What follows belongs to an exercise in optimizing a design on an open flow for small area, a short achievable clock period and few clock cycles per item; a production flow would make more cautious choices.
The RTL was checked by simulation tests, not by an equivalence proof against the original design.
Power figures rest on the tool's default switching activity, not on a simulated workload.

==> design.v <==
`timescale 1ns / 1ps
`default_nettype none
package swm_pkg;
    localparam int WINDOW_MAX   = 32;
    localparam int SAMPLE_WIDTH = 32;
    localparam int WLEN_W = 7;
    localparam logic [WLEN_W-1:0] WLEN_RESET = WLEN_W'(3);
    localparam int IDX_W = (WINDOW_MAX > 1) ? $clog2(WINDOW_MAX) : 1;
    localparam int CNT_W = $clog2(WINDOW_MAX + 1);
    localparam int TDATA_W = ((SAMPLE_WIDTH + 7) / 8) * 8;
    typedef struct packed {
        logic [SAMPLE_WIDTH-1:0] value;
        logic [IDX_W-1:0]        age;
        logic                    valid;
        logic                    le;      
    } swm_view_t;
    localparam int VIEW_W = SAMPLE_WIDTH + IDX_W + 2;
    typedef struct packed {
        logic                    load;      
        logic                    clear;     
        logic                    full;      
        logic [IDX_W-1:0]        age_last;  
        logic [SAMPLE_WIDTH-1:0] sample;
    } swm_ctrl_t;
endpackage
`default_nettype wire
`timescale 1ns / 1ps
`default_nettype none
module swm_cell
(
    input  wire logic      clk,
    input  wire logic      rst_n,
    input  wire swm_pkg::swm_ctrl_t ctrl,
    input  wire swm_pkg::swm_view_t up_old,    
    input  wire swm_pkg::swm_view_t dn_view,   
    input  wire logic      dn_ev,     
    output swm_pkg::swm_view_t      old_view,
    output swm_pkg::swm_view_t      ev_view,   
    output logic           ev_out
);
    logic [swm_pkg::SAMPLE_WIDTH-1:0] value_reg, value_next;
    logic [swm_pkg::IDX_W-1:0]        age_reg, age_next;
    logic                    valid_reg, valid_next;
    always_comb
    begin
        old_view.value = value_reg;
        old_view.age   = age_reg;
        old_view.valid = valid_reg;
        old_view.le    = valid_reg && ($signed(value_reg) <= $signed(ctrl.sample));
    end
    assign ev_out  = dn_ev || (ctrl.full && valid_reg && (age_reg == ctrl.age_last));
    assign ev_view = ev_out ? up_old : old_view;
    always_comb
    begin
        value_next = value_reg;
        age_next   = age_reg;
        valid_next = valid_reg;
        if (ctrl.clear)
        begin
            valid_next = 1'b0;
        end
        else if (ctrl.load)
        begin
            if (ev_view.le)
            begin
                value_next = ev_view.value;
                age_next   = ev_view.age + swm_pkg::IDX_W'(1);
                valid_next = 1'b1;
            end
            else if (dn_view.le)
            begin
                value_next = ctrl.sample;
                age_next   = '0;
                valid_next = 1'b1;
            end
            else
            begin
                value_next = dn_view.value;
                age_next   = dn_view.age + swm_pkg::IDX_W'(1);
                valid_next = dn_view.valid;
            end
        end
    end
    always_ff @(posedge clk or negedge rst_n)
    begin
        if (!rst_n)
        begin
            valid_reg <= 1'b0;
        end
        else
        begin
            valid_reg <= valid_next;
        end
    end
    always_ff @(posedge clk)
    begin
        value_reg <= value_next;
        age_reg   <= age_next;
    end
endmodule
`default_nettype wire
`timescale 1ns / 1ps
`default_nettype none
module swm_out_stage
(
    input  wire logic                    clk,
    input  wire logic                    rst_n,
    input  wire logic                    load,        
    input  wire logic                    emit,        
    input  wire logic [swm_pkg::CNT_W-1:0]        keff,
    input  wire logic [swm_pkg::WINDOW_MAX-1:0][swm_pkg::SAMPLE_WIDTH-1:0] cell_value,
    output logic                         can_accept,
    output logic                         out_valid,
    input  wire logic                    out_ready,
    output logic [swm_pkg::SAMPLE_WIDTH-1:0]      out_median
);
    logic                    pend_reg, pend_next;
    logic                    out_valid_reg, out_valid_next;
    logic [swm_pkg::SAMPLE_WIDTH-1:0] median_reg;
    logic [swm_pkg::CNT_W:0]          half;
    logic [swm_pkg::IDX_W-1:0]        mid;
    logic                    move;
    assign half = ((swm_pkg::CNT_W + 1)'(keff) + (swm_pkg::CNT_W + 1)'(1)) >> 1;
    assign mid  = swm_pkg::IDX_W'(half - (swm_pkg::CNT_W + 1)'(1));
    assign move       = pend_reg && (!out_valid_reg || out_ready);
    assign can_accept = !pend_reg || !out_valid_reg || out_ready;
    always_comb
    begin
        pend_next      = pend_reg;
        out_valid_next = out_valid_reg;
        if (move)
        begin
            out_valid_next = 1'b1;
        end
        else if (out_ready)
        begin
            out_valid_next = 1'b0;
        end
        if (load && emit)
        begin
            pend_next = 1'b1;
        end
        else if (move)
        begin
            pend_next = 1'b0;
        end
    end
    always_ff @(posedge clk or negedge rst_n)
    begin
        if (!rst_n)
        begin
            pend_reg      <= 1'b0;
            out_valid_reg <= 1'b0;
        end
        else
        begin
            pend_reg      <= pend_next;
            out_valid_reg <= out_valid_next;
        end
    end
    always_ff @(posedge clk)
    begin
        if (move)
        begin
            median_reg <= cell_value[mid];
        end
    end
    assign out_valid  = out_valid_reg;
    assign out_median = median_reg;
endmodule
`default_nettype wire
`timescale 1ns / 1ps
`default_nettype none
module sliding_window_median_core
(
    input  wire logic        clk,
    input  wire logic        rst_n,
    input  wire logic        s_axis_tvalid,
    output logic             s_axis_tready,
    input  wire logic [31:0] s_axis_tdata,    
    output logic             m_axis_tvalid,
    input  wire logic        m_axis_tready,
    output logic [31:0]      m_axis_tdata,    
    input  wire logic        cfg_wr_en,
    input  wire logic [6:0]  cfg_wr_data      
);
    logic [swm_pkg::WLEN_W-1:0]       wlen_reg;
    logic [swm_pkg::CNT_W-1:0]        fill_reg, fill_next;
    logic [swm_pkg::CNT_W-1:0]        keff;
    logic                    load, full, emit, can_accept;
    swm_pkg::swm_ctrl_t               ctrl;
    logic [swm_pkg::WINDOW_MAX-1:0][swm_pkg::VIEW_W-1:0] old_view;
    logic [swm_pkg::WINDOW_MAX-1:0][swm_pkg::VIEW_W-1:0] ev_view;
    logic [swm_pkg::WINDOW_MAX-1:0][swm_pkg::VIEW_W-1:0] dn_view;
    logic [swm_pkg::WINDOW_MAX-1:0][swm_pkg::VIEW_W-1:0] up_view;
    logic [swm_pkg::WINDOW_MAX-1:0]   ev_chain;
    logic [swm_pkg::WINDOW_MAX-1:0]   dn_ev;
    logic [swm_pkg::WINDOW_MAX-1:0][swm_pkg::SAMPLE_WIDTH-1:0] cell_value;
    logic [swm_pkg::SAMPLE_WIDTH-1:0] median;
    always_comb
    begin
        if (wlen_reg == '0)
        begin
            keff = swm_pkg::CNT_W'(1);
        end
        else if (32'(wlen_reg) > 32'(swm_pkg::WINDOW_MAX))
        begin
            keff = swm_pkg::CNT_W'(swm_pkg::WINDOW_MAX);
        end
        else
        begin
            keff = swm_pkg::CNT_W'(wlen_reg);
        end
    end
    assign s_axis_tready = can_accept;
    assign load = s_axis_tvalid && can_accept;
    assign full = (fill_reg == keff);
    assign emit = (fill_next == keff);
    always_comb
    begin
        fill_next = fill_reg;
        if (cfg_wr_en)
        begin
            fill_next = '0;
        end
        else if (load && !full)
        begin
            fill_next = fill_reg + swm_pkg::CNT_W'(1);
        end
    end
    always_ff @(posedge clk or negedge rst_n)
    begin
        if (!rst_n)
        begin
            wlen_reg <= swm_pkg::WLEN_RESET;
            fill_reg <= '0;
        end
        else
        begin
            if (cfg_wr_en)
            begin
                wlen_reg <= cfg_wr_data;
            end
            fill_reg <= fill_next;
        end
    end
    always_comb
    begin
        ctrl.load     = load;
        ctrl.clear    = cfg_wr_en;
        ctrl.full     = full;
        ctrl.age_last = swm_pkg::IDX_W'(keff - swm_pkg::CNT_W'(1));
        ctrl.sample   = s_axis_tdata[swm_pkg::SAMPLE_WIDTH-1:0];
    end
    for (genvar i = 0; i < swm_pkg::WINDOW_MAX; i++)
    begin : g_cell
        if (i == 0)
        begin : g_first
            assign dn_view[i] = {{(swm_pkg::SAMPLE_WIDTH + swm_pkg::IDX_W){1'b0}}, 1'b1, 1'b1};
            assign dn_ev[i]   = 1'b0;
        end
        else
        begin : g_rest
            assign dn_view[i] = ev_view[i-1];
            assign dn_ev[i]   = ev_chain[i-1];
        end
        if (i == swm_pkg::WINDOW_MAX - 1)
        begin : g_top
            assign up_view[i] = '0;
        end
        else
        begin : g_mid
            assign up_view[i] = old_view[i+1];
        end
        swm_cell u_cell (
            .clk      (clk),
            .rst_n    (rst_n),
            .ctrl     (ctrl),
            .up_old   (up_view[i]),
            .dn_view  (dn_view[i]),
            .dn_ev    (dn_ev[i]),
            .old_view (old_view[i]),
            .ev_view  (ev_view[i]),
            .ev_out   (ev_chain[i])
        );
        swm_pkg::swm_view_t own_view;
        assign own_view      = old_view[i];
        assign cell_value[i] = own_view.value;
    end
    swm_out_stage u_out (
        .clk        (clk),
        .rst_n      (rst_n),
        .load       (load),
        .emit       (emit),
        .keff       (keff),
        .cell_value (cell_value),
        .can_accept (can_accept),
        .out_valid  (m_axis_tvalid),
        .out_ready  (m_axis_tready),
        .out_median (median)
    );
    assign m_axis_tdata = swm_pkg::TDATA_W'(median);
endmodule
`default_nettype wire
==> run.sh <==
#!/bin/bash
# synth_recipe.tcl (not shown) runs the flow's synth.tcl, then flattens the netlist and writes it again
# the make line also repeats each setting of config.mk as NAME=value (left out here)
make -C /OpenROAD-flow-scripts/flow DESIGN_CONFIG=/design/flow/config.mk WORK_HOME=/design/flow/orfs CLKGATE_MAP_FILE= SYNTH_SCRIPT=/design/flow/synth_recipe.tcl finish
==> config.mk <==
export PLATFORM = sky130hd
export DESIGN_NAME = sliding_window_median_core
export DESIGN_NICKNAME = sliding_window_median_core
export VERILOG_FILES = /design/flow/design.v
export SDC_FILE = /design/flow/constraint.sdc
export NUM_CORES = 4
export LEC_CHECK = 0
export CAP_MARGIN = 20
export CORE_MARGIN = 2
export CORE_UTILIZATION = 40
export SLEW_MARGIN = 20
==> constraint.sdc <==
create_clock -name core_clock -period 12.0 [get_ports {clk}]
set_input_delay 2.4000 -clock core_clock [delete_from_list [all_inputs] [get_ports {clk}]]
set_output_delay 2.4000 -clock core_clock [all_outputs]
set_load 0.01 [all_outputs]
==> flow_summary.yaml <==
yosys:
  synth_area_leaders: "edfxtp_1 33%, ha_1 12%, mux2i_1 8.0%"
  synth_commonest_cells: "1216 x edfxtp_1, 1060 x ha_1, 1057 x nand2_1"
  synth-async-reset-ratio_pct: 3.72
  yosys.area.top_type: "edfxtp_1"
  synth.cell_area_mm2: 0.111
  synth_edf_count: 1216
  synth_top_area_share_pct: 32.8
  yosysMostFrequentCell: "edfxtp_1"
  yosysSeqAreaShare_pct: 33.8
  synth_seq_cells: 1263
  synth.avg_cell_area_um2: 9.93
  yosysWarningCount: 3
  ys.flop_type: "edfxtp_1"
  synthDistinctLibCells: 105
  synthCells: 11200
  synth_nets: 12300
cts:
  insertion_delay_ns: 0.87
  ctsResizeCount: 0
  root_buffer: "clkbuf_16"
  holdBufCountCts: 0
  clk_pin_slew_ns: 0.06
  cts_tree: "yes"
  numCtsBuffers: 173
  clk_path_buf_depth: 4
  cts_setup_buffers: 0
  clock-sinks: 1263
  htreeDepth: 4
finish:
  final_cells: 14800
  largest_reg_flops: 1024
  layout.nets: 12000
  drive_gt1_share_pct: 13.5
  final_area_mm2: 0.122
  area_growth_pct: 9.12
sta:
  final_max_slew_viol_count: 0
  setup_viol: 0
  period_needed_ns: 9.17
  period_share_pct: 76.4
  tightest_slew_ns: 1.29
  rsz0062_at_grt: "false"
  fin_skew_ns: 0.0517
  hold_viol: 0
  fin_setup_tns_ns: 0
  fmax_mhz: 109
  max-slew-margin-rel_pct: 13.4
global_routing:
  grt_pass1_vias: 93700
  grt_overflow: 0
  grt_pass1_wl_um: 626000
  antenna_found_initial: 33
  track_usage_pct: 28.9
  grt_max_degree: 165
floorplanning:
  dieArea_mm2: 0.283
  die_w_um: 532
  core_region_area_mm2: 0.277
  placementRows: 193
  initial_utilization_pct: 40.3
  ios: 78
  die_height_um: 532
placement:
  place_hpwl_um: 313000
  place_inst: 14400
  io_buffers: 77
  place_congestion: 0.953
  place_area_mm2: 0.116
hold_path:
  hold_class: "reg2reg"
  hold_depth: 1
worst_setup_path:
  cp-end-kind: "register"
  reg2regPathDepth: 17
  cp_data_required_time_ns: 12.58
  critPathSlowestCell: "nor4_2"
  path_cells: "nor4_1, o21a_2, inv_2, ha_2, nor4b_1, a221o_2, buf_4, xor2_1, nor4_2, or4_1, o21a_1, nor4_2, nand3_4, o21ai_4, buf_16, buf_4, o21ai_0"
  cp.arrival_ns: 9.75
  path_max_fanout: 60
  start_kind: "register"
  critical-path-max-stage-delay_ns: 0.99
  crit_type: "reg2reg"
run:
  drv_cap: 0
drt:
  via_per_inst: 6.49
  ant_nets: 0
  drc_errors: 0
  num_vias: 95800
  drt_iter0_drc: 11100
  avgRoutedWirePerCell_um: 28.8
  drt_wl_total_um: 425000
  first_pass_iters: 7
outcome:
  status: "complete, no violations"
pwr:
  power_density_mw_per_mm2: 129
  p_total_mw: 15.7
  cellLeakagePower_nw: 45.7
  vdd_drop_max_mv: 0.106
[placed cells by master (no fill, tap or decap), drive strengths merged, types with 163 or more instances in the layout]
cell type | Yosys | final
ha | 1060 | 1060
nor2 | 902 | 902
mux2i | 893 | 893
xor2 | 163 | 163
o211ai | 165 | 165
a21oi | 650 | 650
edfxtp | 1216 | 1216
nand2 | 1057 | 1057
buf | 257 | 308
mux2 | 472 | 472
o22ai | 296 | 296
nand3 | 230 | 230
mux4 | 320 | 320
clkbuf | 583 | 227
nand4 | 177 | 177
a21o | 198 | 198
o21ai | 866 | 866
[worst max-delay path: cells and delay by family (launching register included)]
family / cells / cell delay (ns)
buf+inv: 4 / 1.88
fa+ha+maj: 1 / 0.69
xor+xnor: 1 / 0.22
compound gates: 5 / 2.09
simple gates: 6 / 3.11
flops: 1 / 0.73
[kinds of logic (layout without fill, tap and decap cells)]
kind of cell               Yosys count  after routing  share of synthesized area, %
xor gates and xnor gates           315            315                          2.48
buffers and inverters              981            797                          3.53
muxes                             1685           1685                          19.3
other                                0             13                             0
adders and majority gates         1060           1060                          11.9
AOI/OAI and AO/OA                 3053           3053                          17.5
DFF                               1263           1263                          33.8
and+or+nand+nor                   2870           2870                          11.5
[path summary, 6_finish.rpt]
path	startpoint	end	slack [ns]
setup / recovery	wlen_reg[3]	g_cell[21].u_cell.value_reg[22]	2.83
hold / removal	u_out.pend_reg	u_out.out_valid_reg	0.51
setup reg to reg	wlen_reg[3]	g_cell[21].u_cell.value_reg[22]	2.83
hold reg to reg	u_out.pend_reg	u_out.out_valid_reg	0.51
max in group asynchronous	rst_n	wlen_reg[2]	9.10
min in group asynchronous	rst_n	g_cell[26].u_cell.valid_reg	1.58
[cell type report]
type                    instances  area [um2]
repair buffers                352        2950
fillers                     26200      155000
multi-input cells            8983       70600
inverters                     141         529
clock buffers                 227        4650
well taps                    3705        4640
clock inverters                77         566
diodes                         13        32.5
flip-flops and latches       1263       37700
[through the flow]
stage	hold slack, ns	utilization, %	setup slack, ns
2_1_floorplan	0.449	-	-8.40
5_1_grt	0.531	43.9	2.81
6_report	0.507	43.9	2.83
4_1_cts	0.506	43.9	2.53
3_5_place_dp	0.484	42.0	2.53
3_3_place_gp	0.477	42.0	2.43
[per-layer routing]
layer | vias up | routed length [um] | GRT usage, %
met1 | 47300 | 171000 | 37.6
met2 | 4693 | 192000 | 45.7
met5 | - | 145 | 0.337
met4 | 4 | 28900 | 17.5
li1 | 42900 | - | -
met3 | 953 | 33200 | 3.85
[power by group]
part / switching (mW) / leakage, nW / internal (mW) / total (mW)
Sequential: 0.451 / 12.0 / 5.37 / 5.82
Clock: 2.17 / 2.55 / 2.88 / 5.05
Combinational: 2.91 / 31.2 / 1.91 / 4.82
Total: 5.53 / 45.7 / 10.2 / 15.7
Testbench counts, summed over its fixed seeds: cycles 14,367, items 12,557.

re-timing with driven ports:
In the flow no input, the clock included, has a driving cell. The finished layout below was timed again as built, in two steps.
Step 1: set_driving_cell puts a clkbuf_16 on clk and a buf_2 on each other input, an assumption about the parent block.
Step 2 adds t to the input delays and takes it off the output delays; t is the mean of the earliest and latest rising clock arrival at the registers after step 1. Input paths then give back, and output paths get back, about the clock's delay inside the block.
Three values: ideal, step 1, step 2; two values: the first two.
shift t [ns]: 0.947
slack for setup (ns): 2.830 / 2.830 / 2.830
worst setup path after step 2: register to register
worst data-port slew with drivers (ns): 0.21
pins driven straight from the clock port: 1
After both steps setup and hold are still met in this run. The setup slack of this run moves by 0.000 ns with the drivers and by 0.000 ns with both steps.
